What follows belongs to an exercise in optimizing a design on an open flow for small area, a short achievable clock period and few clock cycles per item; a production flow would make more cautious choices.
The RTL was checked by simulation tests, not by an equivalence proof against the original design.
No activity file was given, so power comes from the tool's default toggle rates.

## w4a8_gemm_top
module w4a8_gemm_top (
  input  wire         ap_clk,
  input  wire         areset,
  input  wire         ap_start,
  input  wire         write_result,
  input  wire         a_req,
  input  wire  [31:0] a_data,
  input  wire         b_req,
  input  wire  [31:0] b_data,
  input  wire         out_ready,
  output wire         ap_idle,
  output wire         ap_done,
  output wire         ap_ready,
  output wire         a_ack,
  output wire         b_ack,
  output wire         out_valid,
  output wire  [31:0] out_data
);
Size in the first run: roughly 110 I/O pins, about 8300 um2 of cells after synthesis.
clock: 8.0 ns
lec_check: 0
cap_margin: 20
core_margin: 2
core_utilization: 50
cts_buf_list: sky130_fd_sc_hd__clkbuf_4 sky130_fd_sc_hd__clkbuf_8
gpl_timing_driven: 1
slew_margin: 20
standard.sh (not shown) runs the stock make flow with config.mk's settings and CLKGATE_MAP_FILE= SYNTH_SCRIPT=/design/flow/synth_recipe.tcl, a recipe that flattens the netlist after the stock synthesis.
==> flow/flow/run.sh <==
#!/bin/bash
set -euo pipefail
D=$PWD
SETUP_MARGIN=${SETUP_MARGIN:-5}
bash standard.sh synth > synth.log 2>&1
make -C "$FLOW_HOME" DESIGN_CONFIG=$D/config.mk WORK_HOME=$D/orfs CLKGATE_MAP_FILE= \
  SYNTH_SCRIPT=$D/synth_recipe.tcl \
  BUFFER_PORTS_ARGS="-buffer_cell sky130_fd_sc_hd__buf_2" \
  CTS_ARGS="-sink_clustering_enable -sink_clustering_size 24 -repair_clock_nets -dont_use_dummy_load -buf_list {sky130_fd_sc_hd__clkbuf_4 sky130_fd_sc_hd__clkbuf_8}" \
  SETUP_SLACK_MARGIN=$SETUP_MARGIN finish > layout.log 2>&1
R=$D/orfs/results/sky130hd/w4a8_gemm_top/base
: # left out here: write the final layout as DEF
Testbench counts at the start, summed over its fixed seeds: cycles 31,250, jobs 3,200.
Then changed:
--- a/flow/flow/run.sh
+++ b/flow/flow/run.sh
@@ -7,5 +7,5 @@
   SYNTH_SCRIPT=$D/synth_recipe.tcl \
   BUFFER_PORTS_ARGS="-buffer_cell sky130_fd_sc_hd__buf_2" \
-  CTS_ARGS="-sink_clustering_enable -sink_clustering_size 24 -repair_clock_nets -dont_use_dummy_load -buf_list {sky130_fd_sc_hd__clkbuf_4 sky130_fd_sc_hd__clkbuf_8}" \
+  CTS_ARGS="-sink_clustering_enable -repair_clock_nets -dont_use_dummy_load -buf_list {sky130_fd_sc_hd__clkbuf_4}" \
   SETUP_SLACK_MARGIN=$SETUP_MARGIN finish > layout.log 2>&1
 R=$D/orfs/results/sky130hd/w4a8_gemm_top/base
- CORE_UTILIZATION: 50 -> 40
- GPL_TIMING_DRIVEN: 1 -> not set
After rerunning: The changed run finished clean; via count decreases by 1.1%; die area increases by about 24%; sequential share of layout area decreases by 0.26 points.
Then changed:
- CORE_UTILIZATION: 40 -> 50
- GPL_TIMING_DRIVEN: not set -> 1
After rerunning: Count of clock-buffer cells in the layout does not change; wire length rose by 5.3%; synthesized cell count is unchanged; clock skew goes down by 0.0040 ns; setup slack is worse by 0.0059 ns; maximum frequency hardly moves.
Then changed:
--- a/flow/flow/run.sh
+++ b/flow/flow/run.sh
@@ -7,5 +7,5 @@
   SYNTH_SCRIPT=$D/synth_recipe.tcl \
   BUFFER_PORTS_ARGS="-buffer_cell sky130_fd_sc_hd__buf_2" \
-  CTS_ARGS="-sink_clustering_enable -repair_clock_nets -dont_use_dummy_load -buf_list {sky130_fd_sc_hd__clkbuf_4}" \
+  CTS_ARGS="-sink_clustering_enable -repair_clock_nets -dont_use_dummy_load -buf_list {sky130_fd_sc_hd__clkbuf_4 sky130_fd_sc_hd__clkbuf_8}" \
   SETUP_SLACK_MARGIN=$SETUP_MARGIN finish > layout.log 2>&1
 R=$D/orfs/results/sky130hd/w4a8_gemm_top/base
- CORE_UTILIZATION: 50 -> 45
- total power came out higher by 1.8%
- cell count came out higher by 1.5%
- clock-buffer cell count stays the same
- hold slack degrades by 0.011 ns
- clock power came out higher by 35%
- worst setup slack degrades by 0.032 ns
- maximum frequency came out lower by 1.0%
- via count came out lower by 1.1%
- utilization came out lower by 4.6 points
- critical path depth stays the same


w4a8_gemm_top, a different RTL version from the one above (not shown whole).
Size in the first run: ~110 I/O pins.
==> flow/design.v (excerpt) <==
module w4a8_gemm_top (
  input  wire         ap_clk,
  input  wire         areset,
  input  wire         ap_start,
  input  wire         write_result,
  input  wire         a_req,
  input  wire  [31:0] a_data,
  input  wire         b_req,
  input  wire  [31:0] b_data,
  input  wire         out_ready,
  output wire         ap_idle,
  output wire         ap_done,
  output wire         ap_ready,
  output wire         a_ack,
  output wire         b_ack,
  output wire         out_valid,
  output wire  [31:0] out_data
);
Settings: LEC_CHECK=0, CAP_MARGIN=20, CORE_MARGIN=2, CORE_UTILIZATION=55, CTS_BUF_LIST=sky130_fd_sc_hd__clkbuf_4 sky130_fd_sc_hd__clkbuf_8, SLEW_MARGIN=20; clock period 8.0 ns.
==> flow/flow/run.sh <==
#!/bin/bash
set -euo pipefail
D=$PWD
SETUP_MARGIN=${SETUP_MARGIN:-5}
bash standard.sh synth > synth.log 2>&1
make -C "$FLOW_HOME" DESIGN_CONFIG=$D/config.mk WORK_HOME=$D/orfs CLKGATE_MAP_FILE= \
  SYNTH_SCRIPT=$D/synth_recipe.tcl \
  BUFFER_PORTS_ARGS="-buffer_cell sky130_fd_sc_hd__buf_1" \
  CTS_ARGS="-sink_clustering_enable -repair_clock_nets -dont_use_dummy_load -buf_list {sky130_fd_sc_hd__clkbuf_4 sky130_fd_sc_hd__clkbuf_8}" \
  SETUP_SLACK_MARGIN=$SETUP_MARGIN finish > layout.log 2>&1
R=$D/orfs/results/sky130hd/w4a8_gemm_top/base
: # left out here: write the final layout as DEF
Testbench counts at the start, summed over its fixed seeds: cycles 31,250, jobs 3,200.
==> next run, changes <==
--- a/flow/flow/run.sh
+++ b/flow/flow/run.sh
@@ -6,5 +6,5 @@
 make -C "$FLOW_HOME" DESIGN_CONFIG=$D/config.mk WORK_HOME=$D/orfs CLKGATE_MAP_FILE= \
   SYNTH_SCRIPT=$D/synth_recipe.tcl \
-  BUFFER_PORTS_ARGS="-buffer_cell sky130_fd_sc_hd__buf_1" \
+  BUFFER_PORTS_ARGS="-buffer_cell sky130_fd_sc_hd__buf_2" \
   CTS_ARGS="-sink_clustering_enable -repair_clock_nets -dont_use_dummy_load -buf_list {sky130_fd_sc_hd__clkbuf_4 sky130_fd_sc_hd__clkbuf_8}" \
   SETUP_SLACK_MARGIN=$SETUP_MARGIN finish > layout.log 2>&1
- CORE_UTILIZATION: 55 -> 40
- utilization is lower by 18 points
- cell count came out higher by 8.2%
- worst setup slack improves by 22 ps
- register-to-register slack is better by 30 ps
- clock skew rises by 5.7 ps
- die area grows by 36%
- via count went down by 0.52%
- cell area rose by 0.92%
==> next run, changes <==
==> flow/flow/run.sh (replaced) <==
#!/bin/bash
# standard layout, logged
set -e
cp standard.sh standard.sh.txt 2>/dev/null || true
bash standard.sh > standard.log 2>&1
- SETUP_SLACK_MARGIN: default -> 5
Area after synthesis is unchanged; utilization grows by 3.8 points; total power grows by about 7%; hold slack stays flat; routed wire length grows by 4.5%.
==> next run, changes <==
==> flow/flow/run.sh (replaced) <==
#!/bin/bash
set -euo pipefail
D=$PWD
SETUP_MARGIN=${SETUP_MARGIN:-5.4}
bash standard.sh synth > synth.log 2>&1
make -C "$FLOW_HOME" DESIGN_CONFIG=$D/config.mk WORK_HOME=$D/orfs CLKGATE_MAP_FILE= \
  SYNTH_SCRIPT=$D/synth_recipe.tcl \
  BUFFER_PORTS_ARGS="-buffer_cell sky130_fd_sc_hd__buf_2" \
  CTS_ARGS="-sink_clustering_enable -repair_clock_nets -dont_use_dummy_load -buf_list {sky130_fd_sc_hd__clkbuf_4 sky130_fd_sc_hd__clkbuf_8}" \
  SETUP_SLACK_MARGIN=$SETUP_MARGIN finish > layout.log 2>&1
R=$D/orfs/results/sky130hd/w4a8_gemm_top/base
: # left out here: write the final layout as DEF
- SETUP_SLACK_MARGIN: 5 -> default
Worst setup slack is better by 38 ps.
Cell area grows by 7.5%.
Die area is unchanged.
Wire length grows by about 9%.
Sequential power grows by about 0.4%.
Via count grows by about 5.3%.
Register-to-register slack is better by 20 ps.
Area after synthesis stays the same.
Synthesized cell count is unchanged.
==> next run, changes <==
--- a/flow/flow/run.sh
+++ b/flow/flow/run.sh
@@ -2,5 +2,5 @@
 set -euo pipefail
 D=$PWD
-SETUP_MARGIN=${SETUP_MARGIN:-5.4}
+SETUP_MARGIN=${SETUP_MARGIN:-5.15}
 bash standard.sh synth > synth.log 2>&1
 make -C "$FLOW_HOME" DESIGN_CONFIG=$D/config.mk WORK_HOME=$D/orfs CLKGATE_MAP_FILE= \
What happened: Sequential power stays flat; non-clock buffer count falls by 56; total power drops by 4.9%; global-route usage went down by 1.7 points; count of clock-buffer cells in the layout is unchanged; synthesized area is unchanged.
==> next run, changes <==
==> flow/run.sh (new file) <==
#!/bin/bash
# synth_recipe.tcl (not shown) runs the flow's synth.tcl, then flattens the netlist and writes it again
# the make line also repeats each setting of config.mk as NAME=value (left out here)
make -C /OpenROAD-flow-scripts/flow DESIGN_CONFIG=/design/flow/config.mk WORK_HOME=/design/flow/orfs CLKGATE_MAP_FILE= SYNTH_SCRIPT=/design/flow/synth_recipe.tcl finish
- SETUP_SLACK_MARGIN: default -> 5
removed: flow/flow/run.sh
removed: flow/standard.sh
After rerunning:
- routed wire length increases by a few percent
- clock power increases by a quarter to a third
- critical path depth does not change
- synthesized cell count is unchanged
- global-route usage increases by 0.42 points


w4a8_gemm_top with an RTL version that a note above also has.
For scale: roughly 140 flip-flops, roughly 8300 um2 of cells after synthesis.
Settings: LEC_CHECK=0, CAP_MARGIN=20, CORE_MARGIN=2, CORE_UTILIZATION=50, CTS_BUF_LIST=sky130_fd_sc_hd__clkbuf_4 sky130_fd_sc_hd__clkbuf_8, GPL_TIMING_DRIVEN=1, SLEW_MARGIN=20; clock period 8.0 ns.
==> flow/flow/run.sh <==
#!/bin/bash
set -euo pipefail
D=$PWD
SETUP_MARGIN=${SETUP_MARGIN:-5}
bash standard.sh synth > synth.log 2>&1
make -C "$FLOW_HOME" DESIGN_CONFIG=$D/config.mk WORK_HOME=$D/orfs CLKGATE_MAP_FILE= \
  SYNTH_SCRIPT=$D/synth_recipe.tcl \
  BUFFER_PORTS_ARGS="-buffer_cell sky130_fd_sc_hd__buf_1" \
  CTS_ARGS="-sink_clustering_enable -repair_clock_nets -dont_use_dummy_load -buf_list {sky130_fd_sc_hd__clkbuf_4 sky130_fd_sc_hd__clkbuf_8}" \
  SETUP_SLACK_MARGIN=$SETUP_MARGIN finish > layout.log 2>&1
R=$D/orfs/results/sky130hd/w4a8_gemm_top/base
: # left out here: write the final layout as DEF
Testbench counts at the start, summed over its fixed seeds: cycles 31,250, jobs 3,200.
Then changed:
--- a/flow/flow/run.sh
+++ b/flow/flow/run.sh
@@ -8 +8 @@
-  BUFFER_PORTS_ARGS="-buffer_cell sky130_fd_sc_hd__buf_1" \
+  BUFFER_PORTS_ARGS="-buffer_cell sky130_fd_sc_hd__buf_2" \
CORE_UTILIZATION = 60   (was 50)
The changed run completed without violations. Synthesized area does not change. Sequential share of layout area falls by 1.7 points. Worst setup slack gets worse by 0.061 ns.
Then changed:
CORE_UTILIZATION = 50   (was 60)
Result: The changed run ran to the end with no violations. Power went down by 3.0%. Utilization went down by 16 points. Flip-flop and latch count does not change. Routed wire length went down by 1.5%. Register-to-register slack gains 0.11 ns. Combinational power went down by about 6%. Synthesized area is unchanged. Clock power hardly moves.
Then changed:
CORE_UTILIZATION = 40   (was 50)
GPL_TIMING_DRIVEN = unset   (was 1)
The changed run ran to the end with no violations.
Register-to-register slack degrades by 0.03 ns.
Sequential share of layout area is lower by 0.79 points.
Via count is lower by 0.91%.
Routed wire length is lower by 3.3%.


## try-umber
The RTL this note starts from:
==> flow/design.v <==
`default_nettype none
package gemm_pkg;
  typedef logic [32-1:0] beat_t;
  typedef logic [2*4*8-1:0] a_tile_t;
  typedef logic [2*4*4-1:0] b_tile_t;
  typedef logic signed [32-1:0] res_t;
  typedef logic [2*2*32-1:0] res_tile_t;
  typedef struct packed {
    a_tile_t a;
    b_tile_t b;
  } operand_t;
  typedef enum logic [2:0] {IDLE, LOAD, COMPUTE, DRAIN, DONE} ctrl_state_t;
endpackage
`default_nettype wire
`timescale 1ns/1ps
`default_nettype none
module tile_mac (
  input  wire  [31:0] a_row,    
  input  wire  [15:0] b_row,    
  output logic [13:0] dot
);
  logic signed [7:0]  a_el [4];
  logic signed [3:0]  b_el [4];
  logic signed [13:0] sum;
  always_comb begin
    sum = '0;
    for (int k = 0; k < 4; k++) begin
      a_el[k] = a_row[8*k +: 8];
      b_el[k] = b_row[4*k +: 4];
      sum = sum + a_el[k] * b_el[k];
    end
    dot = sum;
  end
endmodule
`default_nettype wire
`timescale 1ns/1ps
`default_nettype none
module w4a8_gemm_top (
  input  wire         ap_clk,
  input  wire         areset,
  input  wire         ap_start,
  input  wire         write_result,
  input  wire         a_req,
  input  wire  [31:0] a_data,
  input  wire         b_req,
  input  wire  [31:0] b_data,
  input  wire         out_ready,
  output wire         ap_idle,
  output wire         ap_done,
  output wire         ap_ready,
  output wire         a_ack,
  output wire         b_ack,
  output wire         out_valid,
  output wire  [31:0] out_data
);
  logic        run;        
  logic        done_q;
  logic        wr_q;
  logic        ack_a, ack_b;
  logic [1:0]  a_cnt;      
  logic        b_got;      
  logic [2:0]  wcnt;       
  logic        ov;
  logic [13:0] oreg;
  logic [31:0] areg;
  logic [31:0] breg;
  logic [13:0] dot;
  wire xfer    = ov & out_ready;
  wire take_a  = run & a_req & ~ack_a & (a_cnt == 2'd0 | (a_cnt == 2'd1 & (~wr_q | wcnt[1])));
  wire take_b  = run & b_req & ~ack_b & ~b_got;
  wire row_in  = wcnt[1] ? (a_cnt == 2'd2) : (a_cnt == 2'd1);
  wire load    = run & wr_q & ~wcnt[2] & b_got & row_in & (~ov | out_ready);
  wire tiles   = (a_cnt == 2'd2) & ~ack_a & b_got & ~ack_b;
  wire fin     = run & tiles & (~wr_q | (wcnt[2] & (~ov | out_ready)));
  tile_mac mac0 (
    .a_row (areg),
    .b_row (wcnt[0] ? breg[31:16] : breg[15:0]),
    .dot   (dot)
  );
  always_ff @(posedge ap_clk) begin
    if (areset) begin
      run    <= 1'b0;
      done_q <= 1'b0;
      wr_q   <= 1'b0;
      ack_a  <= 1'b0;
      ack_b  <= 1'b0;
      a_cnt  <= '0;
      b_got  <= 1'b0;
      wcnt   <= '0;
      ov     <= 1'b0;
    end else begin
      done_q <= fin;
      if (~run) begin
        if (ap_start & ~done_q) begin
          run   <= 1'b1;
          wr_q  <= write_result;
          a_cnt <= '0;
          b_got <= 1'b0;
          wcnt  <= '0;
        end
      end else if (fin) begin
        run <= 1'b0;
      end
      if (take_a) begin
        ack_a <= 1'b1;
        a_cnt <= a_cnt + 2'd1;
      end else if (~a_req) begin
        ack_a <= 1'b0;
      end
      if (take_b) begin
        ack_b <= 1'b1;
        b_got <= 1'b1;
      end else if (~b_req) begin
        ack_b <= 1'b0;
      end
      if (load) begin
        ov   <= 1'b1;
        wcnt <= wcnt + 3'd1;
      end else if (xfer) begin
        ov   <= 1'b0;
      end
    end
  end
  always_ff @(posedge ap_clk) begin
    if (take_a) areg <= a_data;
    if (take_b) breg <= b_data;
    if (load)   oreg <= dot;
  end
  assign ap_idle   = ~run;
  assign ap_done   = done_q;
  assign ap_ready  = done_q;
  assign a_ack     = ack_a;
  assign b_ack     = ack_b;
  assign out_valid = ov;
  assign out_data  = {{18{oreg[13]}}, oreg};
endmodule
`default_nettype wire
clock: 8.0 ns
lec_check: 0
cap_margin: 20
core_margin: 2
core_utilization: 40
slew_margin: 20
run.sh (not shown) runs the stock make flow with config.mk's settings and CLKGATE_MAP_FILE= SYNTH_SCRIPT=/design/flow/synth_recipe.tcl, a recipe that flattens the netlist after the stock synthesis.
Stock flow here: none of the scripts above is used.
try-umber went all the way through synthesis, placement and routing and the layout is clean on timing, DRC and antenna.
Testbench counts of try-umber, summed over its fixed seeds: cycles 28,425, jobs 3,200.
For try-raven, these inputs were changed with respect to try-umber:
- SETUP_SLACK_MARGIN now 3, previously not set
- For try-umber, the capture point of the worst path was oreg[13], unlike try-raven, where it was oreg[12].
- try-raven vs try-umber, static leakage went up by about 7%.
- Data arrival time of the worst path (try-raven over try-umber): decrease, 1.00 ns
- try-raven went all the way through the flow, and no timing, DRC or antenna check failed.
- Sequential share of layout area: try-raven vs try-umber down 1.9 points
The inputs of try-onyx differ from those of try-raven as listed below.
- swapping 3 for 4.5 in SETUP_SLACK_MARGIN
==> run summary <==
Across try-raven and try-onyx, none had a timing, DRC or antenna violation.
The run showing the greater clock period minus worst slack is try-onyx.
Delta (try-onyx minus try-raven): first-pass GRT wire length moved down; setup slack -0.057 ns; final hold violation count was more or less identical.

## port drivers added, routing unchanged
How much do the figures lean on ideal ports? The routed layouts below were timed once more, with nothing changed but the port constraints. Step 1 sets driving cells, clkbuf_16 on the clock port and buf_2 on the other inputs (assumed; they add their load-dependent delay and slew). Step 2 adds t to the input delays and takes it off the output delays; t is the mean of the earliest and latest rising clock arrival at the registers after step 1. Input paths then give back, and output paths get back, about the clock's delay inside the block. Slacks: ideal / step 1 / step 2; pairs: ideal / step 1.
| run | t, ns | setup WS [ns] | latest minus earliest clock arrival (ns) | worst slew at a driven data input, ns |
|---|---|---|---|---|
| the first run of note 1 | 0.468 | 4.990 / 4.990 / 4.885 | 0.027 / 0.027 | 0.04 |
| the second run of note 1 | 0.574 | 4.963 / 4.963 / 4.761 | 0.039 / 0.038 | 0.03 |
| the third run of note 1 | 0.579 | 4.957 / 4.957 / 4.722 | 0.037 / 0.037 | 0.04 |
| the fourth run of note 1 | 0.466 | 4.925 / 4.925 / 4.725 | 0.025 / 0.026 | 0.03 |
| the first run of note 2 | 0.479 | 4.971 / 4.977 / 4.498 | 0.023 / 0.024 | 0.03 |
| the second run of note 2 | 0.483 | 4.993 / 5.000 / 4.517 | 0.030 / 0.030 | 0.04 |
| the third run of note 2 | 0.488 | 4.986 / 4.993 / 4.505 | 0.015 / 0.014 | 0.04 |
| the fourth run of note 2 | 0.482 | 5.024 / 5.025 / 4.551 | 0.032 / 0.032 | 0.04 |
| the fifth run of note 2 | 0.481 | 5.033 / 5.043 / 4.562 | 0.035 / 0.034 | 0.04 |
| the sixth run of note 2 | 0.488 | 4.986 / 4.993 / 4.505 | 0.015 / 0.014 | 0.04 |
| the first run of note 3 | 0.468 | 4.939 / 4.939 / 4.763 | 0.033 / 0.032 | 0.04 |
| the second run of note 3 | 0.482 | 4.878 / 4.878 / 4.719 | 0.022 / 0.022 | 0.03 |
| the third run of note 3 | 0.468 | 4.990 / 4.990 / 4.885 | 0.027 / 0.027 | 0.04 |
| the fourth run of note 3 | 0.481 | 4.964 / 4.964 / 4.873 | 0.023 / 0.023 | 0.03 |
| try-umber | 0.397 | 0.820 / 0.820 / 0.820 | 0.012 / 0.013 | 0.05 |
| try-raven | 0.394 | 1.929 / 1.929 / 1.929 | 0.010 / 0.011 | 0.05 |
| try-onyx | 0.403 | 1.872 / 1.872 / 1.872 | 0.022 / 0.022 | 0.04 |
After both steps setup and hold are still met in every run listed.
